From an optimization exercise on the open Yosys and OpenROAD flow, aimed at small area, a short achievable clock period and few clock cycles; shortcuts taken in it are not production practice. Only simulation tests tie the RTL to the original design; equivalence was not proved.

==> job 3343 <==
==> flow/design.v <==
package pdsn_pkg;
    localparam int unsigned PDSN_PATH_BYTES = 256;
    localparam int unsigned LEN_W  = 11;
    localparam int unsigned BYTE_W = 8;
    localparam logic [BYTE_W-1:0] SLASH_CHAR = 8'h2F;
    localparam logic [BYTE_W-1:0] DOT_CHAR   = 8'h2E;
    localparam logic [1:0] KIND_BYTE = 2'd0;
    localparam logic [1:0] KIND_END  = 2'd1;
    localparam logic [1:0] KIND_READ = 2'd2;
    localparam logic [2:0] STAT_ACCEPT = 3'd0;
    localparam logic [2:0] STAT_DONE   = 3'd1;
    localparam logic [2:0] STAT_ROOT   = 3'd2;
    localparam logic [2:0] STAT_LEAD   = 3'd3;
    localparam logic [2:0] STAT_OVER   = 3'd4;
    localparam logic [2:0] STAT_READ   = 3'd5;
    localparam logic [1:0] MODE_PLAIN  = 2'd0;
    localparam logic [1:0] MODE_SLASH  = 2'd1;
    localparam logic [1:0] MODE_DOT    = 2'd2;
    localparam logic [1:0] MODE_DOTDOT = 2'd3;
    typedef enum logic [1:0] {
        ERR_NONE,
        ERR_ROOT,
        ERR_LEAD,
        ERR_OVER
    } t_err;
endpackage
module pdsn_ram (
    input  logic         i_clk,
    input  logic         i_we,
    input  logic [7:0]   i_waddr,
    input  logic [7:0]   i_wdata,
    input  logic [15:0]  i_rgroup,
    input  logic [15:0]  i_rbyte,
    output logic [7:0]   o_rdata,
    output logic [15:0]  o_slash
);
    logic [7:0] r_mem [256];
    logic [15:0] wg_sel, wb_sel;
    logic [15:0] rg_sel, rb_sel;
    assign rg_sel = i_rgroup;
    assign rb_sel = i_rbyte;
    logic [7:0]  word [16];
    always_comb begin
        for (int k = 0; k < 16; k++) begin
            wg_sel[k] = i_we && (i_waddr[7:4] == 4'(k));
            wb_sel[k] = (i_waddr[3:0] == 4'(k));
        end
    end
    for (genvar i = 0; i < 256; i++) begin : g_byte
        always_ff @(posedge i_clk) begin
            if (wg_sel[i / 16] && wb_sel[i % 16]) begin
                r_mem[i] <= i_wdata;
            end
        end
    end
    for (genvar j = 0; j < 16; j++) begin : g_word
        for (genvar b = 0; b < 8; b++) begin : g_bit
            logic [15:0] col;
            for (genvar g = 0; g < 16; g++) begin : g_col
                assign col[g] = r_mem[g * 16 + j][b];
            end
            pdsn_sel16 u_sel (
                .i_data (col),
                .i_sel  (rg_sel),
                .o_y    (word[j][b])
            );
        end
        assign o_slash[j] = (word[j] == 8'h2F);
    end
    always_comb begin
        o_rdata = '0;
        for (int j = 0; j < 16; j++) begin
            o_rdata = o_rdata | ({8{rb_sel[j]}} & word[j]);
        end
    end
endmodule
module pdsn_sel16 (
    input  logic [15:0] i_data,
    input  logic [15:0] i_sel,
    output logic        o_y
);
    logic [5:0] n;
    logic [1:0] p;
    for (genvar k = 0; k < 5; k++) begin : g_aoi
        pdsn_aoi222 u_aoi (
            .i_a (i_data[3 * k +: 3]),
            .i_b (i_sel[3 * k +: 3]),
            .o_n (n[k])
        );
    end
    pdsn_nand2 u_last (.i_a (i_data[15]), .i_b (i_sel[15]), .o_n (n[5]));
    pdsn_nand3 u_p0 (.i_a (n[2:0]), .o_n (p[0]));
    pdsn_nand3 u_p1 (.i_a (n[5:3]), .o_n (p[1]));
    assign o_y = p[0] | p[1];
endmodule
module pdsn_aoi222 (
    input  logic [2:0] i_a,
    input  logic [2:0] i_b,
    output logic       o_n
);
    assign o_n = ~|(i_a & i_b);
endmodule
module pdsn_nand2 (
    input  logic i_a,
    input  logic i_b,
    output logic o_n
);
    assign o_n = ~(i_a & i_b);
endmodule
module pdsn_nand3 (
    input  logic [2:0] i_a,
    output logic       o_n
);
    assign o_n = ~&i_a;
endmodule
import pdsn_pkg::*;
module path_dot_segment_normalizer #(
    parameter int unsigned PATH_BYTES = pdsn_pkg::PDSN_PATH_BYTES
) (
    input  logic             i_clk,
    input  logic             i_rst_n,
    input  logic             start,
    output logic             busy,
    input  logic [1:0]       i_kind,
    input  logic [7:0]       i_char_byte,
    input  logic [9:0]       i_read_index,
    output logic             o_strobe,
    output logic [2:0]       o_status,
    output logic [pdsn_pkg::LEN_W-1:0] o_path_length,
    output logic [7:0]       o_data_byte
);
    logic               a_valid;
    logic [1:0]         a_kind;
    logic [7:0]         a_char;
    logic               a_slash;         
    logic               a_dot;           
    logic [9:0]         a_index;
    logic [8:0]         r_wcount, n_wcount;
    logic [1:0]         r_mode, n_mode;
    logic               r_first, n_first;
    pdsn_pkg::t_err     r_err, n_err;
    logic [8:0]         r_final, n_final;
    logic [7:0]         r_last_slash, n_last_slash;
    logic [7:0]         r_prev_slash, n_prev_slash;    
    logic               r_prev_ok, n_prev_ok;          
    logic               r_scan;          
    logic               n_scan;
    logic               r_scan_fin, n_scan_fin;
    logic [3:0]         r_scan_grp, n_scan_grp;
    logic [3:0]         r_fetch_grp, n_fetch_grp;
    logic [15:0]        r_scan_hits;
    logic               r_strobe, n_strobe;
    logic [2:0]         r_status, n_status;
    logic [8:0]         r_len, n_len;
    logic [7:0]         r_data, n_data;
    logic               mem_we;
    logic               r_we;            
    logic [7:0]         r_waddr;
    logic [7:0]         r_wdata;
    logic               r_busy;          
    logic [3:0]         n_rgroup;
    logic [15:0]        r_rgroup_sel;    
    logic [15:0]        r_rbyte_sel;     
    logic [1:0]         next_kind;
    logic [9:0]         next_index;
    logic [7:0]         mem_rdata;
    logic [15:0]        mem_slash;
    logic               is_slash;
    logic               is_dot;
    logic [1:0]         next_mode;
    logic [15:0]        scan_mask;
    logic               collapse;
    logic               found;
    logic [8:0]         prev_len;
    logic [3:0]         hit_pos;
    logic [8:0]         found_len;
    logic               fin_lead;
    logic               read_hit;
    pdsn_ram u_buf (
        .i_clk    (i_clk),
        .i_we     (r_we),
        .i_waddr  (r_waddr),
        .i_wdata  (r_wdata),
        .i_rgroup (r_rgroup_sel),
        .i_rbyte  (r_rbyte_sel),
        .o_rdata  (mem_rdata),
        .o_slash  (mem_slash)
    );
    always_ff @(posedge i_clk) begin
        if (!i_rst_n) begin
            r_we <= 1'b0;
        end else begin
            r_we <= mem_we;
        end
        r_waddr <= r_wcount[7:0];
        r_wdata <= a_char;
    end
    assign busy = r_busy;
    always_ff @(posedge i_clk) begin
        if (!i_rst_n) begin
            a_valid <= 1'b0;
        end else if (!r_scan) begin
            a_valid <= start;
        end
        if (!r_scan) begin
            a_kind  <= i_kind;
            a_char  <= i_char_byte;
            a_slash <= (i_char_byte == SLASH_CHAR);
            a_dot   <= (i_char_byte == DOT_CHAR);
            a_index <= i_read_index;
        end
    end
    assign is_slash = a_slash;
    assign is_dot   = a_dot;
    always_comb begin
        unique case (r_mode)
            MODE_PLAIN: next_mode = is_slash ? MODE_SLASH : MODE_PLAIN;
            MODE_SLASH: next_mode = is_dot ? MODE_DOT : MODE_PLAIN;
            MODE_DOT:   next_mode = is_dot ? MODE_DOTDOT : MODE_PLAIN;
            default:    next_mode = MODE_PLAIN;
        endcase
    end
    assign collapse = a_valid && r_err == ERR_NONE && r_mode == MODE_DOTDOT
                      && r_wcount != 9'd3
                      && ((a_kind == KIND_BYTE && is_slash) || a_kind == KIND_END);
    assign next_kind  = r_scan ? a_kind : i_kind;
    assign next_index = r_scan ? a_index : i_read_index;
    always_comb begin
        if (n_scan) begin
            n_rgroup = n_fetch_grp;
        end else if (next_kind == KIND_READ) begin
            n_rgroup = next_index[7:4];
        end else begin
            n_rgroup = n_last_slash[7:4];
        end
    end
    always_ff @(posedge i_clk) begin
        for (int k = 0; k < 16; k++) begin
            r_rgroup_sel[k] <= (n_rgroup == 4'(k));
            r_rbyte_sel[k]  <= (next_index[3:0] == 4'(k));
        end
    end
    always_comb begin
        for (int j = 0; j < 16; j++) begin
            scan_mask[j] = r_scan || (4'(j) < r_last_slash[3:0]);
        end
    end
    always_ff @(posedge i_clk) begin
        r_scan_hits <= mem_slash & scan_mask;
    end
    always_comb begin
        hit_pos = 4'd0;
        for (int j = 0; j < 16; j++) begin
            if (r_scan_hits[j]) hit_pos = 4'(j);
        end
    end
    assign found     = (r_scan_hits != 16'd0) || (r_scan_grp == 4'd0);
    assign found_len = {1'b0, r_scan_grp, hit_pos} + 9'd1;
    assign prev_len = {1'b0, r_prev_slash} + 9'd1;
    assign fin_lead = r_first && r_err == ERR_NONE;
    assign read_hit = ({1'b0, a_index} < {2'b00, r_final});
    always_comb begin
        n_wcount   = r_wcount;
        n_mode     = r_mode;
        n_first    = r_first;
        n_err      = r_err;
        n_final    = r_final;
        n_scan     = 1'b0;
        n_scan_fin = r_scan_fin;
        n_scan_grp = r_scan_grp;
        n_fetch_grp = r_fetch_grp;
        n_last_slash = r_last_slash;
        n_prev_slash = r_prev_slash;
        n_prev_ok    = r_prev_ok;
        n_strobe   = 1'b0;
        n_status   = STAT_ACCEPT;
        n_len      = r_wcount;
        n_data     = '0;
        mem_we     = 1'b0;
        if (r_scan) begin
            if (found) begin
                n_strobe = 1'b1;
                n_len    = found_len;
                if (r_scan_fin) begin
                    n_status = STAT_DONE;
                    n_final  = found_len;
                    n_wcount = '0;
                    n_mode   = MODE_PLAIN;
                    n_first  = 1'b1;
                    n_err    = ERR_NONE;
                end else begin
                    n_wcount     = found_len;
                    n_mode       = MODE_SLASH;
                    n_last_slash = {r_scan_grp, hit_pos};
                    n_prev_ok    = 1'b0;
                end
            end else begin
                n_scan      = 1'b1;
                n_scan_grp  = r_fetch_grp;
                n_fetch_grp = r_fetch_grp - 4'd1;
            end
        end else if (collapse && r_prev_ok) begin
            n_strobe  = 1'b1;
            n_len     = prev_len;
            n_prev_ok = 1'b0;
            if (a_kind == KIND_END) begin
                n_status = STAT_DONE;
                n_final  = prev_len;
                n_wcount = '0;
                n_mode   = MODE_PLAIN;
                n_first  = 1'b1;
                n_err    = ERR_NONE;
            end else begin
                n_wcount     = prev_len;
                n_mode       = MODE_SLASH;
                n_last_slash = r_prev_slash;
            end
        end else if (collapse) begin
            n_scan      = 1'b1;
            n_scan_fin  = (a_kind == KIND_END);
            n_scan_grp  = r_last_slash[7:4];
            n_fetch_grp = r_last_slash[7:4] - 4'd1;
        end else if (a_valid) begin
            n_strobe = 1'b1;
            unique case (a_kind)
                KIND_BYTE: begin
                    n_first = 1'b0;
                    if (r_first && !is_slash) begin
                        n_err = ERR_LEAD;
                    end else if (r_err != ERR_NONE) begin
                        n_err = r_err;
                    end else if (is_slash && r_mode == MODE_SLASH) begin
                        n_mode = MODE_SLASH;
                    end else if (is_slash && r_mode == MODE_DOT) begin
                        n_wcount = r_wcount - 9'd1;
                        n_mode   = MODE_SLASH;
                    end else if (is_slash && r_mode == MODE_DOTDOT) begin
                        n_err = ERR_ROOT;
                    end else if (r_wcount[8]) begin
                        n_err = ERR_OVER;
                    end else begin
                        mem_we   = 1'b1;
                        n_wcount = r_wcount + 9'd1;
                        n_mode   = next_mode;
                        if (is_slash) begin
                            n_last_slash = r_wcount[7:0];
                            n_prev_slash = r_last_slash;
                            n_prev_ok    = !r_first;
                        end
                    end
                    n_len = n_wcount;
                end
                KIND_END: begin
                    if (fin_lead) begin
                        n_status = STAT_LEAD;
                        n_final  = '0;
                    end else begin
                        unique case (r_err)
                            ERR_ROOT: n_status = STAT_ROOT;
                            ERR_LEAD: n_status = STAT_LEAD;
                            ERR_OVER: n_status = STAT_OVER;
                            default:  n_status = STAT_DONE;
                        endcase
                        if (r_err != ERR_NONE) begin
                            n_final = '0;
                        end else if (r_mode == MODE_DOTDOT) begin
                            n_status = STAT_ROOT;
                            n_final  = '0;
                        end else if (r_mode == MODE_DOT) begin
                            n_final = r_wcount - 9'd1;
                        end else begin
                            n_final = r_wcount;
                        end
                    end
                    n_len    = n_final;
                    n_wcount = '0;
                    n_mode   = MODE_PLAIN;
                    n_first  = 1'b1;
                    n_err    = ERR_NONE;
                end
                KIND_READ: begin
                    n_status = STAT_READ;
                    n_len    = r_final;
                    n_data   = read_hit ? mem_rdata : '0;
                end
                default: begin
                end
            endcase
        end
    end
    always_ff @(posedge i_clk) begin
        if (!i_rst_n) begin
            r_wcount <= '0;
            r_mode   <= MODE_PLAIN;
            r_first  <= 1'b1;
            r_err    <= ERR_NONE;
            r_final  <= '0;
            r_scan   <= 1'b0;
            r_busy   <= 1'b0;
            r_strobe <= 1'b0;
        end else begin
            r_wcount <= n_wcount;
            r_mode   <= n_mode;
            r_first  <= n_first;
            r_err    <= n_err;
            r_final  <= n_final;
            r_scan   <= n_scan;
            r_busy   <= n_scan;
            r_strobe <= n_strobe;
        end
        r_scan_fin <= n_scan_fin;
        r_scan_grp <= n_scan_grp;
        r_fetch_grp <= n_fetch_grp;
        r_last_slash <= n_last_slash;
        r_prev_slash <= n_prev_slash;
        r_prev_ok    <= n_prev_ok;
        r_status   <= n_status;
        r_len      <= n_len;
        r_data     <= n_data;
    end
    assign o_strobe      = r_strobe;
    assign o_status      = r_status;
    assign o_path_length = {{(pdsn_pkg::LEN_W - 9){1'b0}}, r_len};
    assign o_data_byte   = r_data;
endmodule
==> flow/run.sh <==
#!/bin/bash
# synth_recipe.tcl (not shown) runs the flow's synth.tcl, then flattens the netlist and writes it again
# the make line also repeats each setting of config.mk as NAME=value (left out here)
make -C /OpenROAD-flow-scripts/flow DESIGN_CONFIG=/design/flow/config.mk WORK_HOME=/design/flow/orfs CLKGATE_MAP_FILE= SYNTH_SCRIPT=/design/flow/synth_recipe.tcl finish
==> flow/config.mk <==
export PLATFORM = sky130hd
export DESIGN_NAME = path_dot_segment_normalizer
export DESIGN_NICKNAME = path_dot_segment_normalizer
export VERILOG_FILES = /design/flow/design.v
export SDC_FILE = /design/flow/constraint.sdc
export NUM_CORES = 4
export LEC_CHECK = 0
export ABC_CLOCK_PERIOD_IN_PS = 3000
export CAP_MARGIN = 20
export CORE_MARGIN = 2
export CORE_UTILIZATION = 60
export CTS_CLUSTER_DIAMETER = 60
export CTS_CLUSTER_SIZE = 30
export PLACE_DENSITY = 0.7
export SETUP_SLACK_MARGIN = 5
export SLEW_MARGIN = 20
export SYNTH_HIERARCHICAL = 1
export SYNTH_MEMORY_MAX_BITS = 16384
==> flow/constraint.sdc <==
create_clock -name core_clock -period 9.0 [get_ports {i_clk}]
set_input_delay 1.8000 -clock core_clock [delete_from_list [all_inputs] [get_ports {i_clk}]]
set_output_delay 1.8000 -clock core_clock [all_outputs]
set_load 0.01 [all_outputs]
==> inputs of job 8580, as changes to job 3343 <==
==> flow/flow/run.sh (new file) <==
#!/bin/bash
set -euo pipefail
sed 's|"\${@:-finish}"|SETUP_SLACK_MARGIN=6 "BUFFER_PORTS_ARGS=-buffer_cell sky130_fd_sc_hd__buf_4" "${@:-finish}"|' \
    standard.sh > flow_standard.sh
grep -q 'SETUP_SLACK_MARGIN=6' flow_standard.sh
bash flow_standard.sh finish > flow_make.log 2>&1
==> flow/standard.sh (new file) <==
#!/bin/bash
# synth_recipe.tcl (not shown) runs the flow's synth.tcl, then flattens the netlist and writes it again
# the make line also repeats each setting of config.mk as NAME=value (left out here)
make -C /OpenROAD-flow-scripts/flow DESIGN_CONFIG=/design/flow/config.mk WORK_HOME=/design/flow/orfs CLKGATE_MAP_FILE= SYNTH_SCRIPT=/design/flow/synth_recipe.tcl "${@:-finish}"
--- a/flow/config.mk
+++ b/flow/config.mk
@@ -14,3 +14,2 @@
 export PLACE_DENSITY = 0.7
-export SETUP_SLACK_MARGIN = 5
 export SLEW_MARGIN = 20
removed: flow/run.sh
==> key figures <==
Layout
  – Clock-cell share: 0.05273
  – # diodes: 8
  – Synth-to-Final Area Change: 11.08%
  – Final Cell Area: 0.08963 mm^2
  – Non-clk bufs: 138

Critical path
  – Sequence of cells on the critical path: buf_16 > buf_6
  – CP Launch Point: r_busy
  – Reg2Reg Setup Slack: 5.83 ns

Global routing
  – Antenna violations before repair: 11
  – Largest net degree at the start of global routing: 219

Timing
  – Worst setup margin: 5.810 ns
  – Tcrit/Tclk final: 0.3545

Outcome
  – Outcome: finished clean
-- figures above: job 8580

==> key figures <==
Outcome
  – Outcome: finished clean

Critical path
  – CP Launch Point: r_rgroup_sel[0]
  – Sequence of cells on the critical path: buf_4 > buf_4 > a222oi_1 > nand3_1 > or2_1 > a22o_1 > a221oi_1 > nand4_1 > o2111a_1

Timing
  – Worst setup margin: 4.944 ns
  – Tcrit/Tclk final: 0.4506

Layout
  – Clock-cell share: 0.05141
  – Non-clk bufs: 108
  – # diodes: 4
-- figures above: job 3343

Testbench counts of job 3343, summed over its fixed seeds: cycles 22,325.
Testbench counts of job 8580, summed over its fixed seeds: cycles 22,325.

## static timing again, ports no longer ideal
The flow's constraints put no driver on any port. The routed layouts listed below were extracted and timed again, unchanged, in two steps.
Step 1, drivers: a clkbuf_16 drives i_clk and a buf_2 each remaining input, both assumed.
Step 2, shift: input delay + t, output delay - t, t = (earliest + latest rising clock arrival at the registers) / 2. This alone moves slack from input paths to output paths.
Three values: no drivers, after step 1, after step 2; two values: the first two.
run | shift t [ns] | setup slack, ns | worst hold slack (ns) | worst setup path at the end | latest minus earliest clock arrival (ns)
job 3343 | 0.857 | 4.944 / 4.944 / 4.944 | 0.347 / 0.347 / 0.347 | register to register | 0.050 / 0.049
job 8580 | 0.883 | 5.810 / 5.727 / 5.523 | 0.344 / 0.344 / 0.344 | input to register | 0.045 / 0.045
After both steps every run listed still meets setup and hold. The setup slack of job 8580, which loses most, moves by -0.083 ns with the drivers and by -0.287 ns with both steps.
